Source: an optimization exercise on an open RTL-to-GDS flow (aim: small area). Production flows keep margins and buffers that such runs may drop.
At most, simulation tests tie the RTL to the original design; equivalence was not proved.
Power is estimated from default activity; no workload was simulated.

==> flow/design.v <==
module row_replay_reader #(
    parameter int DATA_WIDTH = 24,
    parameter int IMG_WIDTH  = 128,
    parameter int SCALE      = 2
) (
    input  logic                  clk,
    input  logic                  rst,
    input  logic                  ce,
    input  logic [DATA_WIDTH-1:0] s_data,
    input  logic                  s_valid,
    output logic                  s_ready,
    output logic [DATA_WIDTH-1:0] m_data,
    output logic                  m_valid,
    input  logic                  m_ready,
    output logic                  m_last,
    output logic                  m_done
);
    localparam int CW = $clog2(IMG_WIDTH);
    localparam int RW = (SCALE > 1) ? $clog2(SCALE) : 1;
    localparam int NW = RW + CW + RW;
    localparam int K  = 8;                
    localparam int KW = $clog2(K);
    localparam int R  = IMG_WIDTH / K;    
    logic                                  replay;
    logic                                  replay_d;
    logic [NW-1:0]                         cnt;
    logic [NW-1:0]                         cnt_d;
    logic [CW-1:0]                         col;
    logic [KW:0]                           cyc;       
    logic [KW-1:0]                         ph;
    logic [K-1:0]                          pend;
    logic [K-1:0]                          pend_d;
    logic                                  accept;
    logic                                  emit;
    logic                                  h_end;
    logic                                  req;
    logic [KW-1:0]                         chain;
    logic [KW-1:0]                         chain_d;
    logic [KW:0]                           wpos;
    logic [KW:0]                           rpos_d;
    logic                                  sh_q;
    logic                                  shn_q;
    logic [K-1:0]                          wsel;
    logic [KW-1:0]                         rslot_q;
    logic                                  winv_q;
    logic [KW:0]                           wpos_d;
    logic                                  rinv_q;
    logic [DATA_WIDTH-1:0]                 wdata;
    logic [DATA_WIDTH-1:0]                 rdata;
    logic [R-1:0][K-1:0][DATA_WIDTH-1:0]   st;
    assign s_ready = ce & ~rst & ~replay;
    assign m_valid = ce & replay;
    assign accept  = s_valid & s_ready;
    assign emit    = m_valid & m_ready;
    assign col     = cnt[RW+CW-1:RW];
    assign h_end   = &cnt[RW-1:0];
    assign chain   = col[KW-1:0];
    assign ph      = cyc[KW-1:0];
    assign m_last  = &cnt[RW+CW-1:0];
    assign m_done  = &cnt;
    assign req     = (accept & ~(&col[CW-1:KW])) | (emit & h_end);
    always_comb begin
        cnt_d    = cnt;
        replay_d = replay;
        if (accept) begin
            cnt_d[RW+CW-1:RW] = col + 1'b1;
            if (&col) replay_d = 1'b1;
        end
        if (emit) begin
            cnt_d = cnt + 1'b1;
            if (&cnt) replay_d = 1'b0;
        end
        for (int p = 0; p < K; p++) begin
            pend_d[p] = (req && chain == KW'(p)) || (pend[p] && ph != KW'(p));
        end
    end
    assign chain_d = cnt_d[RW+KW-1:RW];
    assign rpos_d  = cyc - chain_d;
    assign wpos    = cyc - chain;
    assign wpos_d  = cyc + 1'b1 - chain_d;
    for (genvar s = 0; s < K; s++) begin : g_wsel
        assign wsel[s] = accept & (wpos[KW-1:0] == KW'(s));
    end
    always_ff @(posedge clk or posedge rst) begin
        if (rst) begin
            replay <= 1'b0;
            cnt    <= '0;
            cyc    <= '0;
            winv_q <= 1'b1;
        end else begin
            replay <= replay_d;
            cnt    <= cnt_d;
            cyc    <= cyc + 1'b1;
            winv_q <= ~wpos_d[KW];
        end
    end
    always_ff @(posedge clk) begin
        pend   <= pend_d;
        sh_q   <= pend_d[ph + 1'b1];
        shn_q  <= ~pend_d[ph + 1'b1];
        rinv_q <= ~rpos_d[KW];
        rslot_q <= rpos_d[KW-1:0];
    end
    logic [K-1:0][DATA_WIDTH-1:0] rterm;
    for (genvar s = 0; s < K; s++) begin : g_rd
        assign rterm[s] = st[0][s] & {DATA_WIDTH{rslot_q == KW'(s)}};
    end
    always_comb begin
        rdata = '0;
        for (int s = 0; s < K; s++) begin
            rdata = rdata | rterm[s];
        end
    end
    assign m_data = rdata ^ {DATA_WIDTH{rinv_q}};
    assign wdata  = s_data ^ {DATA_WIDTH{winv_q}};
    for (genvar i = 0; i < R; i++) begin : g_ring
        localparam int NXT = (i + 1) % R;
        always_ff @(posedge clk) begin
            if (i == R - 1 && wsel[0]) begin
                st[i][0] <= wdata;
            end else begin
                st[i][0] <= ~((st[NXT][K-1] | {DATA_WIDTH{shn_q}}) &
                              (st[i][K-1]   | {DATA_WIDTH{sh_q}}));
            end
        end
        for (genvar s = 1; s < K; s++) begin : g_slot
            always_ff @(posedge clk) begin
                if (i == R - 1 && wsel[s]) begin
                    st[i][s] <= wdata;
                end else begin
                    st[i][s] <= st[i][s-1];
                end
            end
        end
    end
endmodule
Settings: LEC_CHECK=0, ABC_CLOCK_PERIOD_IN_PS=6000, CAP_MARGIN=20, CORE_MARGIN=2, CORE_UTILIZATION=45, CTS_BUF_LIST=sky130_fd_sc_hd__clkbuf_8, CTS_CLUSTER_DIAMETER=50, CTS_CLUSTER_SIZE=20, PLACE_DENSITY=0.6, SLEW_MARGIN=20; clock period 15.0 ns.
standard.sh (not shown) runs the stock make flow with config.mk's settings and CLKGATE_MAP_FILE= SYNTH_SCRIPT=/design/flow/synth_recipe.tcl, a recipe that flattens the netlist after the stock synthesis.
==> flow/flow/run.sh <==
#!/bin/bash
# Standard ORFS layout; clock tree synthesis without dummy loads, ports buffered with buf_1.
set -e
export CTS_ARGS="-sink_clustering_enable -repair_clock_nets -sink_clustering_size 20 -sink_clustering_max_diameter 50 -buf_list sky130_fd_sc_hd__clkbuf_8 -dont_use_dummy_load"
export BUFFER_PORTS_ARGS="-buffer_cell sky130_fd_sc_hd__buf_1"
bash standard.sh > standard.log 2>&1
Edit:
--- a/flow/design.v
+++ b/flow/design.v
@@ -24,8 +24,9 @@
     logic                                  replay;
     logic                                  replay_d;
     logic [NW-1:0]                         cnt;
     logic [NW-1:0]                         cnt_d;
+    logic [NW-1:0]                         cnt_inc;
     logic [CW-1:0]                         col;
     logic [KW:0]                           cyc;       
     logic [KW-1:0]                         ph;
     logic [K-1:0]                          pend;
@@ -58,19 +59,12 @@
     assign ph      = cyc[KW-1:0];
     assign m_last  = &cnt[RW+CW-1:0];
     assign m_done  = &cnt;
     assign req     = (accept & ~(&col[CW-1:KW])) | (emit & h_end);
+    assign cnt_inc  = cnt + {accept, emit};
+    assign cnt_d    = {cnt_inc[NW-1] & ~accept, cnt_inc[NW-2:0]};
+    assign replay_d = replay ? ~(emit & (&cnt)) : (accept & (&col));
     always_comb begin
-        cnt_d    = cnt;
-        replay_d = replay;
-        if (accept) begin
-            cnt_d[RW+CW-1:RW] = col + 1'b1;
-            if (&col) replay_d = 1'b1;
-        end
-        if (emit) begin
-            cnt_d = cnt + 1'b1;
-            if (&cnt) replay_d = 1'b0;
-        end
         for (int p = 0; p < K; p++) begin
             pend_d[p] = (req && chain == KW'(p)) || (pend[p] && ph != KW'(p));
         end
     end
Outcome: Sequential share of layout area climbs by 0.20 points; clock-buffer cell count came out lower by 1; power stays flat; hold slack barely changes; first-iteration DRC count stays flat; clock skew decreases by 17 ps; core utilization came out higher by 0.34 points; non-clock buffer count grows by 1; design area stays flat; register-to-register slack gets better by 110 ps; fmax rose by 1.9%; worst setup slack improved by 120 ps.
Only the layout flow was run in the first run of this note; the RTL was not checked for function there.

[static timing again, ports no longer ideal]
Ports are ideal in the flow. The routed layouts listed here were re-timed in OpenROAD.
Step 1: set_driving_cell puts a clkbuf_16 on clk and a buf_2 on each other input, an assumption about the parent block.
Step 2, shift: input delay + t, output delay - t, t = (earliest + latest rising clock arrival at the registers) / 2. This alone moves slack from input paths to output paths.
Three values: ideal ports, drivers, drivers and shift; two values: the first two.
| run | t, ns | slack for setup (ns) | worst setup path at the end |
|---|---|---|---|
| the first run | 0.897 | 8.421 / 8.399 / 8.399 | input to output |
| the second run | 0.897 | 8.543 / 8.519 / 8.519 | input to output |
After both steps every run listed still meets setup and hold. For the second run, which loses most, drivers alone change the setup slack by -0.024 ns; drivers and shift together by -0.024 ns.
